This design comes from an exercise in tuning for small area, a short achievable clock period and few clock cycles per item on the open sky130 flow, not from production work. At most, simulation tests tie the RTL to the original design; equivalence was not proved.

==> flow/design.v (excerpt) <==
module subbytes_stream
#(
   parameter int LANES      = 16,
   parameter int CNT_W      = 32
) (
   input  logic                    clk,
   input  logic                    rst,
   input  logic                    in_valid,
   output logic                    in_ready,
   input  logic [aes_pkg::BYTE_W*LANES-1:0] in_data,
   input  logic                    in_inv,
   input  logic                    in_last,
   output logic                    out_valid,
   input  logic                    out_ready,
   output logic [aes_pkg::BYTE_W*LANES-1:0] out_data,
   output logic                    out_last,
   output logic [CNT_W-1:0]        beat_count
);
Size in the first run: about 3300 cells after synthesis, about 360 flip-flops, ~300 I/O pins, ~34000 sq um of cells after synthesis.
Settings: LEC_CHECK=0, CAP_MARGIN=20, CORE_MARGIN=2, CORE_UTILIZATION=45, CTS_BUF_LIST=sky130_fd_sc_hd__clkbuf_8 sky130_fd_sc_hd__clkbuf_16, CTS_CLUSTER_DIAMETER=100, CTS_CLUSTER_SIZE=20, PLACE_DENSITY=0.6, SETUP_SLACK_MARGIN=2.3, SLEW_MARGIN=20, SYNTH_HIERARCHICAL=1, SYNTH_MINIMUM_KEEP_SIZE=0; clock period 5.5 ns.
standard.sh (not shown) runs the stock make flow with config.mk's settings and CLKGATE_MAP_FILE= SYNTH_SCRIPT=/design/flow/synth_recipe.tcl, a recipe that flattens the netlist after the stock synthesis.
==> flow/flow/run.sh <==
#!/bin/bash
# The standard layout (standard.sh), except that the port buffers that
# buffer_ports inserts are sky130_fd_sc_hd__buf_2 cells instead of its default pick.
set -euo pipefail
export BUFFER_PORTS_ARGS="-buffer_cell sky130_fd_sc_hd__buf_2"
bash standard.sh > standard_make.log 2>&1
The baseline finished with timing, DRC and antenna clean.
Testbench counts at the start, summed over its fixed seeds: cycles 4,112, items 4,096.
Rerun with:
- CTS_BUF_LIST: sky130_fd_sc_hd__clkbuf_8 sky130_fd_sc_hd__clkbuf_16 -> sky130_fd_sc_hd__clkbuf_4 sky130_fd_sc_hd__clkbuf_8
- CTS_CLUSTER_DIAMETER: 100 -> unset
- CTS_CLUSTER_SIZE: 20 -> unset
- TNS_END_PERCENT: unset -> 50
The changed run completed with no timing, DRC or antenna violations.
Synthesized cell count does not change.
First-iteration DRC count rose by 19%.
Maximum frequency is lower by 2.6%.
Setup slack loses 82 ps.
Final area stays flat.
Routed wire length went up by 1.7%.
Synthesized area does not change.

========
try-yarrow:
Another version of the RTL of subbytes_stream (not shown whole).
For scale: ~3,300 cells after synthesis, ~360 flip-flops, roughly 34,000 um2 of cells after synthesis.
==> flow/config.mk <==
export PLATFORM = sky130hd
export DESIGN_NAME = subbytes_stream
export DESIGN_NICKNAME = subbytes_stream
export VERILOG_FILES = /design/flow/design.v
export SDC_FILE = /design/flow/constraint.sdc
export NUM_CORES = 8
export LEC_CHECK = 0
export CAP_MARGIN = 20
export CORE_MARGIN = 2
export CORE_UTILIZATION = 45
export CTS_BUF_LIST = sky130_fd_sc_hd__clkbuf_4 sky130_fd_sc_hd__clkbuf_8
export CTS_CLUSTER_DIAMETER = 60
export CTS_CLUSTER_SIZE = 30
export PLACE_DENSITY = 0.6
export SETUP_SLACK_MARGIN = 2.2
export SLEW_MARGIN = 20
export SYNTH_HIERARCHICAL = 1
export SYNTH_MINIMUM_KEEP_SIZE = 0
==> flow/constraint.sdc <==
create_clock -name core_clock -period 5.5 [get_ports {clk}]
set_input_delay 1.1000 -clock core_clock [delete_from_list [all_inputs] [get_ports {clk}]]
set_output_delay 1.1000 -clock core_clock [all_outputs]
set_load 0.01 [all_outputs]
Scripts as last shown in full above: flow/flow/run.sh
try-yarrow closes out successfully: all stages finished, all timing, DRC and antenna checks passed.
Testbench counts of try-yarrow, summed over its fixed seeds: cycles 4,112, items 4,096.
The inputs of try-pepper differ from those of try-yarrow as listed below.
==> flow/config.mk <==
export PLATFORM = sky130hd
export DESIGN_NAME = subbytes_stream
export DESIGN_NICKNAME = subbytes_stream
export VERILOG_FILES = /design/flow/design.v
export SDC_FILE = /design/flow/constraint.sdc
export NUM_CORES = 8
export LEC_CHECK = 0
export CAP_MARGIN = 20
export CORE_MARGIN = 2
export CORE_UTILIZATION = 35
export CTS_BUF_LIST = sky130_fd_sc_hd__clkbuf_4 sky130_fd_sc_hd__clkbuf_8
export PLACE_DENSITY = 0.5
export SETUP_SLACK_MARGIN = 2.25
export SLEW_MARGIN = 20
export SYNTH_HIERARCHICAL = 1
export SYNTH_MINIMUM_KEEP_SIZE = 0
Results
try-pepper finished every stage and its layout cleared the timing, design-rule and antenna checks. try-yarrow reached the end of the flow, and the finished layout is clean on the timing, design-rule and antenna checks. Going from try-yarrow to try-pepper, number of vias per cell lost 6.8%, first-pass iteration count of the detailed router saw an increase, share of synthesized area spent on multiplexers has remained practically unchanged. Relative area change from synthesis to final layout sits higher in try-pepper than in try-yarrow. Fmax | try-pepper vs try-yarrow | try-pepper faster. Diff try-pepper and try-yarrow: worst setup slack lower in try-yarrow. Clock latency of the later-clocked register in the worst-skew pair (try-pepper over try-yarrow): increase, 0.05 ns. Met3 capacity usage during global routing (try-pepper over try-yarrow): decrease, 0.66 points.
diff inputs: try-pepper => try-cedar
-- flow/flow/run.sh --
<<< try-pepper, line 4
set -euo pipefail
export BUFFER_PORTS_ARGS="-buffer_cell sky130_fd_sc_hd__buf_2"
bash standard.sh > standard_make.log 2>&1
>>> try-cedar, line 4
set -euo pipefail
export BUFFER_PORTS_ARGS="-buffer_cell sky130_fd_sc_hd__buf_2"
export RECOVER_POWER=100
bash standard.sh > standard_make.log 2>&1
==> flow/config.mk <==
export PLATFORM = sky130hd
export DESIGN_NAME = subbytes_stream
export DESIGN_NICKNAME = subbytes_stream
export VERILOG_FILES = /design/flow/design.v
export SDC_FILE = /design/flow/constraint.sdc
export NUM_CORES = 8
export LEC_CHECK = 0
export CAP_MARGIN = 20
export CORE_MARGIN = 2
export CORE_UTILIZATION = 45
export CTS_BUF_LIST = sky130_fd_sc_hd__clkbuf_4 sky130_fd_sc_hd__clkbuf_8
export PLACE_DENSITY = 0.6
export SETUP_SLACK_MARGIN = 2.2
export SLEW_MARGIN = 20
export SYNTH_HIERARCHICAL = 1
export SYNTH_MINIMUM_KEEP_SIZE = 0
### Flow results
- Looking at utilization after layout, try-cedar sits above try-pepper.
- Fraction of area in clock buffers and inverters across try-cedar and try-pepper: no real change.
- Comparing try-cedar and try-pepper, the higher area added between synthesis and finish is on try-pepper.
- try-pepper: flow completed, timing, DRC and antenna clean
- try-cedar: flow complete, layout not clean; failing: max-capacitance violations, max-slew violations
- For via density per instance, dividing the value from try-pepper by the value from try-cedar gives 0.936.

========
v24:
Another version of the RTL of subbytes_stream (not shown whole).
Size: about 3600 cells after synthesis, roughly 360 flip-flops, ~35000 um2 of cells after synthesis.
clock: 5.5 ns
lec_check: 0
cap_margin: 20
core_margin: 2
core_utilization: 45
place_density: 0.6
setup_slack_margin: 1.5
slew_margin: 20
synth_hierarchical: 1
synth_minimum_keep_size: 0
run.sh (not shown) runs the stock make flow with config.mk's settings and CLKGATE_MAP_FILE= SYNTH_SCRIPT=/design/flow/synth_recipe.tcl, a recipe that flattens the netlist after the stock synthesis.
Stock flow here: none of the scripts above is used.
Input changes introduced in v34 (baseline for comparison: v24):
-- flow/config.mk --
<<< v24, line 10
export CORE_UTILIZATION = 45
export PLACE_DENSITY = 0.6
export SETUP_SLACK_MARGIN = 1.5
export SLEW_MARGIN = 20
export SYNTH_HIERARCHICAL = 1
>>> v34, line 10
export CORE_UTILIZATION = 45
export PLACE_DENSITY = 0.6
export SETUP_SLACK_MARGIN = 2.0
export SLEW_MARGIN = 20
export SYNTH_HIERARCHICAL = 1
Notes after the runs:
v34 finished end to end and its layout was clean on timing, DRC and antenna. Diff v24 -> v34: transition at the pin with the smallest max-transition slack rose 0.0052 ns, worst-case hold slack stayed essentially flat. When the final numbers for v34 and v24 were put side by side, the first-iteration detailed-routing DRC count turned out to be greater in v34. From v24 to v34 the numbers moved as follows: maximum frequency moved up; final setup slack of the worst path moved up; average wire per cell in the routed design moved up.
Input changes introduced in v31 (baseline for comparison: v34):
-- flow/config.mk --
<<< v34, line 10
export CORE_UTILIZATION = 45
export PLACE_DENSITY = 0.6
export SETUP_SLACK_MARGIN = 2.0
export SLEW_MARGIN = 20
export SYNTH_HIERARCHICAL = 1
>>> v31, line 10
export CORE_UTILIZATION = 45
export PLACE_DENSITY = 0.6
export SETUP_SLACK_MARGIN = 2.5
export SLEW_MARGIN = 20
export SYNTH_HIERARCHICAL = 1
Findings:
Of v31 and v34, v31 shows the higher wire length after detailed routing, with v34 below it.
Total routing resource utilization after global routing for v31: 3.2 points up relative to v34
Total vias in the final route deteriorates in v31 relative to v34.
The critical path class comes out in2reg in one run and reg2reg in the other, namely in v34 and v31 respectively.
Going from v34 to v31, signed area change from the synthesized netlist to the final layout up 22 points, worst-skew pair later-pin latency comparable, final non-filler cell area went up about 16%.
No run of this note included a check of the RTL's function; only the layout flow was run.

========
RTL: one of the versions met above, not the one the previous note started from.
Size: ~3300 cells after synthesis, ~360 flip-flops, roughly 34000 µm² of cells after synthesis.
export LEC_CHECK = 0
export CAP_MARGIN = 20
export CORE_MARGIN = 2
export CORE_UTILIZATION = 40
export CTS_BUF_LIST = sky130_fd_sc_hd__clkbuf_4 sky130_fd_sc_hd__clkbuf_8
export CTS_CLUSTER_DIAMETER = 80
export CTS_CLUSTER_SIZE = 20
export PLACE_DENSITY = 0.55
export SETUP_SLACK_MARGIN = 2.3
export SLEW_MARGIN = 20
export SYNTH_HIERARCHICAL = 1
export SYNTH_MINIMUM_KEEP_SIZE = 0
create_clock -name core_clock -period 5.5 [get_ports {clk}]
standard.sh (not shown) runs the stock make flow with config.mk's settings and CLKGATE_MAP_FILE= SYNTH_SCRIPT=/design/flow/synth_recipe.tcl, a recipe that flattens the netlist after the stock synthesis.
==> flow/flow/run.sh <==
#!/bin/bash
# The standard layout (standard.sh), except that the port buffers that
# buffer_ports inserts are sky130_fd_sc_hd__buf_2 cells instead of its default pick.
set -euo pipefail
export BUFFER_PORTS_ARGS="-buffer_cell sky130_fd_sc_hd__buf_2"
bash standard.sh > standard_make.log 2>&1
Testbench counts at the start, summed over its fixed seeds: cycles 4,112, items 4,096.
Rerun with:
CORE_UTILIZATION = 45   (was 40)
PLACE_DENSITY = 0.6   (was 0.55)
SETUP_SLACK_MARGIN = 2.2   (was 2.3)
After rerunning: Worst setup slack got worse by 0.097 ns; global-route usage is higher by 0.94 points; design area went down by 2.7%; hold slack degrades by 0.0049 ns.
Rerun with:
CTS_BUF_LIST = sky130_fd_sc_hd__clkbuf_8 sky130_fd_sc_hd__clkbuf_16   (was sky130_fd_sc_hd__clkbuf_4 sky130_fd_sc_hd__clkbuf_8)
CTS_CLUSTER_DIAMETER = 120   (was 80)
CTS_CLUSTER_SIZE = 24   (was 20)
SETUP_SLACK_MARGIN = 2.3   (was 2.2)
Outcome: Fmax is higher by 2.4%. Worst hold slack stays flat. Via count is higher by 0.39%.
Rerun with:
ABC_CLOCK_PERIOD_IN_PS = 100000   (was not set)
CTS_BUF_LIST = sky130_fd_sc_hd__clkbuf_4 sky130_fd_sc_hd__clkbuf_8   (was sky130_fd_sc_hd__clkbuf_8 sky130_fd_sc_hd__clkbuf_16)
CTS_CLUSTER_DIAMETER = not set   (was 120)
CTS_CLUSTER_SIZE = not set   (was 24)
Outcome: The new run ran to the end with no violations; utilization climbs by 1.0 points; worst setup slack improves by 0.049 ns; cell count rose slightly; final area goes up slightly; fmax rose slightly; register-to-register slack barely changes; global-route usage rose by 0.49 points; wire length grows by a few percent; via count goes up slightly; die area is unchanged.

========
north:
subbytes_stream, a different RTL version from the one above (not shown whole).
Size: about 3400 cells after synthesis, ~300 I/O pins, roughly 34000 um^2 of cells after synthesis.
Settings: LEC_CHECK=0, CAP_MARGIN=20, CORE_MARGIN=2, CORE_UTILIZATION=45, PLACE_DENSITY=0.6, SETUP_SLACK_MARGIN=1.8, SLEW_MARGIN=20, SYNTH_HIERARCHICAL=1, SYNTH_MINIMUM_KEEP_SIZE=0; clock period 5.5 ns.
run.sh (not shown) runs the stock make flow with config.mk's settings and CLKGATE_MAP_FILE= SYNTH_SCRIPT=/design/flow/synth_recipe.tcl, a recipe that flattens the netlist after the stock synthesis.
Stock flow here: none of the scripts above is used.
Testbench counts of north, summed over its fixed seeds: cycles 4,112, items 4,096.
> inputs changed (north -> south)
==> flow/flow/run.sh (new file) <==
#!/bin/bash
# The standard layout (standard.sh), except that the port buffers that
# buffer_ports inserts are sky130_fd_sc_hd__buf_2 cells instead of its default pick.
set -euo pipefail
export BUFFER_PORTS_ARGS="-buffer_cell sky130_fd_sc_hd__buf_2"
bash standard.sh > standard_make.log 2>&1
==> flow/standard.sh (new file) <==
#!/bin/bash
# synth_recipe.tcl (not shown) runs the flow's synth.tcl, then flattens the netlist and writes it again
# the make line also repeats each setting of config.mk as NAME=value (left out here)
make -C /OpenROAD-flow-scripts/flow DESIGN_CONFIG=/design/flow/config.mk WORK_HOME=/design/flow/orfs CLKGATE_MAP_FILE= SYNTH_SCRIPT=/design/flow/synth_recipe.tcl "${@:-finish}"
removed: flow/run.sh
[summary]
- On global-route usage: south sits below north.
- Number of nets in the finished design was higher in north than in south.
- The worst setup path startpoint comes out in_inv in one run and in_data[27] in the other, namely in south and north respectively.
- Cell area | south vs north | south smaller
- The highest metal layer with signal wires comes out met5 in one run and met4 in the other, namely in south and north respectively.
- In the reports for north and south, the smaller count of clock-buffer cells in the layout belongs to south.
- Taking north as the reference, in south critical path buffer and inverter count went up; fraction of area in registers climbed 1.6 points.
Here is what was changed in the inputs of east compared with south.
- SETUP_SLACK_MARGIN now 2.1, was 1.8
### Flow results
east has completed all stages; timing, DRC and antenna checks passed.
In the tables for south and east, area growth from synthesis to layout reads lower with south.
Number of H-tree levels: east vs south identical
Comparing south and east, the higher wire length on met2 was measured on south.
Routability-driven placement congestion ratio, south and east, higher one = east.
The met1 layer usage reported by global route number comes out higher for south vs east.
Slowest stage cell on the critical path = sky130_fd_sc_hd__mux2i_1: south; slowest stage cell on the critical path = sky130_fd_sc_hd__mux2i_2: east
Compared with south, in east number of clock sinks now sits at about the same level; total clock buffers created by CTS went down.

========
RTL: one of the versions met above, not the one the previous note started from.
Size in the first run: about 360 flip-flops, ~300 I/O pins.
==> flow/design.v (excerpt) <==
module subbytes_stream
#(
   parameter int LANES      = 16,
   parameter int CNT_W      = 32
) (
   input  logic                    clk,
   input  logic                    rst,
   input  logic                    in_valid,
   output logic                    in_ready,
   input  logic [aes_pkg::BYTE_W*LANES-1:0] in_data,
   input  logic                    in_inv,
   input  logic                    in_last,
   output logic                    out_valid,
   input  logic                    out_ready,
   output logic [aes_pkg::BYTE_W*LANES-1:0] out_data,
   output logic                    out_last,
   output logic [CNT_W-1:0]        beat_count
);
   localparam int W1 = 12;
   localparam int W2 = 8;
   logic [W1*LANES-1:0] s1_d, s1_q;
   logic [W2*LANES-1:0] s2_d, s2_q;
   logic [2:1] inv_q, last_q, valid_q;
   logic load, in_fire;
   logic [CNT_W-1:0] cnt_q, cnt_d;
   genvar gi;
   for (gi = 0; gi < LANES; gi++) begin : g_lane
      sbox_st0 u_st0 (.si(in_data[aes_pkg::BYTE_W*gi +: aes_pkg::BYTE_W]), .inv(in_inv), .so(s1_d[W1*gi +: W1]));
      sbox_st1 u_st1 (.si(s1_q[W1*gi +: W1]), .inv(inv_q[1]), .so(s2_d[W2*gi +: W2]));
      sbox_st2 u_st2 (.si(s2_q[W2*gi +: W2]), .inv(inv_q[2]), .so(out_data[aes_pkg::BYTE_W*gi +: aes_pkg::BYTE_W]));
   end
   assign load      = ~valid_q[2] | out_ready;
   assign in_ready  = load;
   assign in_fire   = in_valid & load;
   assign out_valid = valid_q[2];
   assign out_last  = last_q[2];
   beat_count_next #(.W(CNT_W)) u_cnt (.q(cnt_q), .inc(in_fire), .d(cnt_d));
   assign beat_count = cnt_q;
   always_ff @(posedge clk or posedge rst) begin
      if (rst) begin
         valid_q <= '0;
         cnt_q   <= '0;
      end else begin
         if (load) valid_q <= {valid_q[2-1:1], in_valid};
         cnt_q <= cnt_d;
      end
   end
   always_ff @(posedge clk) begin
      if (load) begin
         s1_q <= s1_d;
         inv_q[1] <= in_inv;
         last_q[1] <= in_last;
         s2_q <= s2_d;
         inv_q[2] <= inv_q[1];
         last_q[2] <= last_q[1];
      end
   end
endmodule
clock: 5.5 ns
lec_check: 0
cap_margin: 20
core_margin: 2
core_utilization: 45
cts_buf_list: sky130_fd_sc_hd__clkbuf_4
place_density: 0.6
setup_slack_margin: 2.2
slew_margin: 20
synth_hierarchical: 1
synth_minimum_keep_size: 0
standard.sh (not shown) runs the stock make flow with config.mk's settings and CLKGATE_MAP_FILE= SYNTH_SCRIPT=/design/flow/synth_recipe.tcl, a recipe that flattens the netlist after the stock synthesis.
==> flow/flow/run.sh <==
#!/bin/bash
# The standard layout (standard.sh), except that the port buffers that
# buffer_ports inserts are sky130_fd_sc_hd__buf_2 cells instead of its default pick.
set -euo pipefail
export BUFFER_PORTS_ARGS="-buffer_cell sky130_fd_sc_hd__buf_2"
bash standard.sh > standard_make.log 2>&1
Testbench counts at the start, summed over its fixed seeds: cycles 4,112, items 4,096.
Change:
==> flow/flow/run.sh (replaced) <==
#!/bin/bash
# The standard layout (standard.sh), except that the port buffers that
# buffer_ports inserts are sky130_fd_sc_hd__buf_1 cells instead of its default pick.
set -euo pipefail
export BUFFER_PORTS_ARGS="-buffer_cell sky130_fd_sc_hd__buf_1"
bash standard.sh > standard_make.log 2>&1
--- a/flow/config.mk
+++ b/flow/config.mk
@@ -9,7 +9,7 @@
 export CORE_MARGIN = 2
 export CORE_UTILIZATION = 45
-export CTS_BUF_LIST = sky130_fd_sc_hd__clkbuf_4
+export CTS_BUF_LIST = sky130_fd_sc_hd__clkbuf_4 sky130_fd_sc_hd__clkbuf_8
 export PLACE_DENSITY = 0.6
-export SETUP_SLACK_MARGIN = 2.2
+export SETUP_SLACK_MARGIN = 2.3
 export SLEW_MARGIN = 20
 export SYNTH_HIERARCHICAL = 1
Outcome: Worst setup slack improves by 0.0096 ns. Wire length decreases by 2.3%. Global-route usage decreases by 0.55 points. Utilization increases by 1.2 points. Sequential cell count does not change. Cell area increases by 2.3%.
Change:
==> flow/flow/run.sh (replaced) <==
#!/bin/bash
# The standard layout (standard.sh), except that the port buffers that
# buffer_ports inserts are sky130_fd_sc_hd__buf_2 cells instead of its default pick.
set -euo pipefail
export BUFFER_PORTS_ARGS="-buffer_cell sky130_fd_sc_hd__buf_2"
bash standard.sh > standard_make.log 2>&1
--- a/flow/config.mk
+++ b/flow/config.mk
@@ -11,5 +11,5 @@
 export CTS_BUF_LIST = sky130_fd_sc_hd__clkbuf_4 sky130_fd_sc_hd__clkbuf_8
 export PLACE_DENSITY = 0.6
-export SETUP_SLACK_MARGIN = 2.3
+export SETUP_SLACK_MARGIN = 2.45
 export SLEW_MARGIN = 20
 export SYNTH_HIERARCHICAL = 1
- The new run finished with timing, DRC and antenna clean
- wire length is higher by about 11%
- die area stays the same
- area after synthesis stays the same
Change:
--- a/flow/config.mk
+++ b/flow/config.mk
@@ -8,8 +8,8 @@
 export CAP_MARGIN = 20
 export CORE_MARGIN = 2
-export CORE_UTILIZATION = 45
+export CORE_UTILIZATION = 55
 export CTS_BUF_LIST = sky130_fd_sc_hd__clkbuf_4 sky130_fd_sc_hd__clkbuf_8
-export PLACE_DENSITY = 0.6
-export SETUP_SLACK_MARGIN = 2.45
+export PLACE_DENSITY = 0.7
+export SETUP_SLACK_MARGIN = 2.25
 export SLEW_MARGIN = 20
 export SYNTH_HIERARCHICAL = 1
Result: The new run completed without violations. Worst setup slack degrades by 0.25 ns. Wire length went down by 11%. Fmax went down by 7.8%. Die area went down by 18%. Non-clock buffer count went down by 60. Clock skew stays flat.

re-timing with driven ports:
How much do the figures lean on ideal ports? The routed layouts below were timed once more, with nothing changed but the port constraints. Step 1, drivers: a clkbuf_16 drives clk and a buf_2 each remaining input, both assumed. Step 2 adds t to the input delays and takes it off the output delays; t is the mean of the earliest and latest rising clock arrival at the registers after step 1. Input paths then give back, and output paths get back, about the clock's delay inside the block. Three values: ideal, step 1, step 2; two values: the first two.
| run | t (ns) | setup WS [ns] | slew at the worst register clock pin (ns) |
|---|---|---|---|
| the first run of note 1 | 0.641 | 2.392 / 2.169 / 1.528 | 0.09 / 0.09 |
| the second run of note 1 | 0.664 | 2.310 / 2.195 / 1.531 | 0.06 / 0.06 |
| try-yarrow | 0.659 | 2.242 / 2.209 / 1.550 | 0.12 / 0.12 |
| try-pepper | 0.735 | 2.284 / 2.288 / 1.553 | 0.07 / 0.07 |
| try-cedar | 0.675 | 1.303 / 1.167 / 0.492 | 0.06 / 0.06 |
| v24 | 0.641 | 1.675 / 1.708 / 1.066 | 0.06 / 0.06 |
| v34 | 0.649 | 2.038 / 2.023 / 1.427 | 0.06 / 0.06 |
| v31 | 0.637 | 2.005 / 2.005 / 1.766 | 0.07 / 0.07 |
| the first run of note 4 | 0.714 | 2.400 / 2.307 / 1.593 | 0.13 / 0.13 |
| the second run of note 4 | 0.716 | 2.303 / 2.284 / 1.578 | 0.12 / 0.12 |
| the third run of note 4 | 0.598 | 2.377 / 2.148 / 1.550 | 0.11 / 0.11 |
| the fourth run of note 4 | 0.686 | 2.426 / 2.214 / 1.528 | 0.06 / 0.06 |
| north | 0.621 | 1.855 / 1.858 / 1.267 | 0.06 / 0.06 |
| south | 0.631 | 1.963 / 1.957 / 1.326 | 0.06 / 0.06 |
| east | 0.619 | 2.187 / 2.190 / 1.570 | 0.06 / 0.06 |
| the first run of note 6 | 0.850 | 2.267 / 2.211 / 1.481 | 0.08 / 0.08 |
| the second run of note 6 | 0.661 | 2.276 / 2.295 / 1.633 | 0.07 / 0.07 |
| the third run of note 6 | 0.683 | 2.503 / 2.308 / 1.624 | 0.07 / 0.07 |
| the fourth run of note 6 | 0.712 | 2.249 / 2.247 / 1.535 | 0.07 / 0.07 |
The setup slack of the fourth run of note 4, which loses most, moves by -0.212 ns with the drivers and by -0.898 ns with both steps.
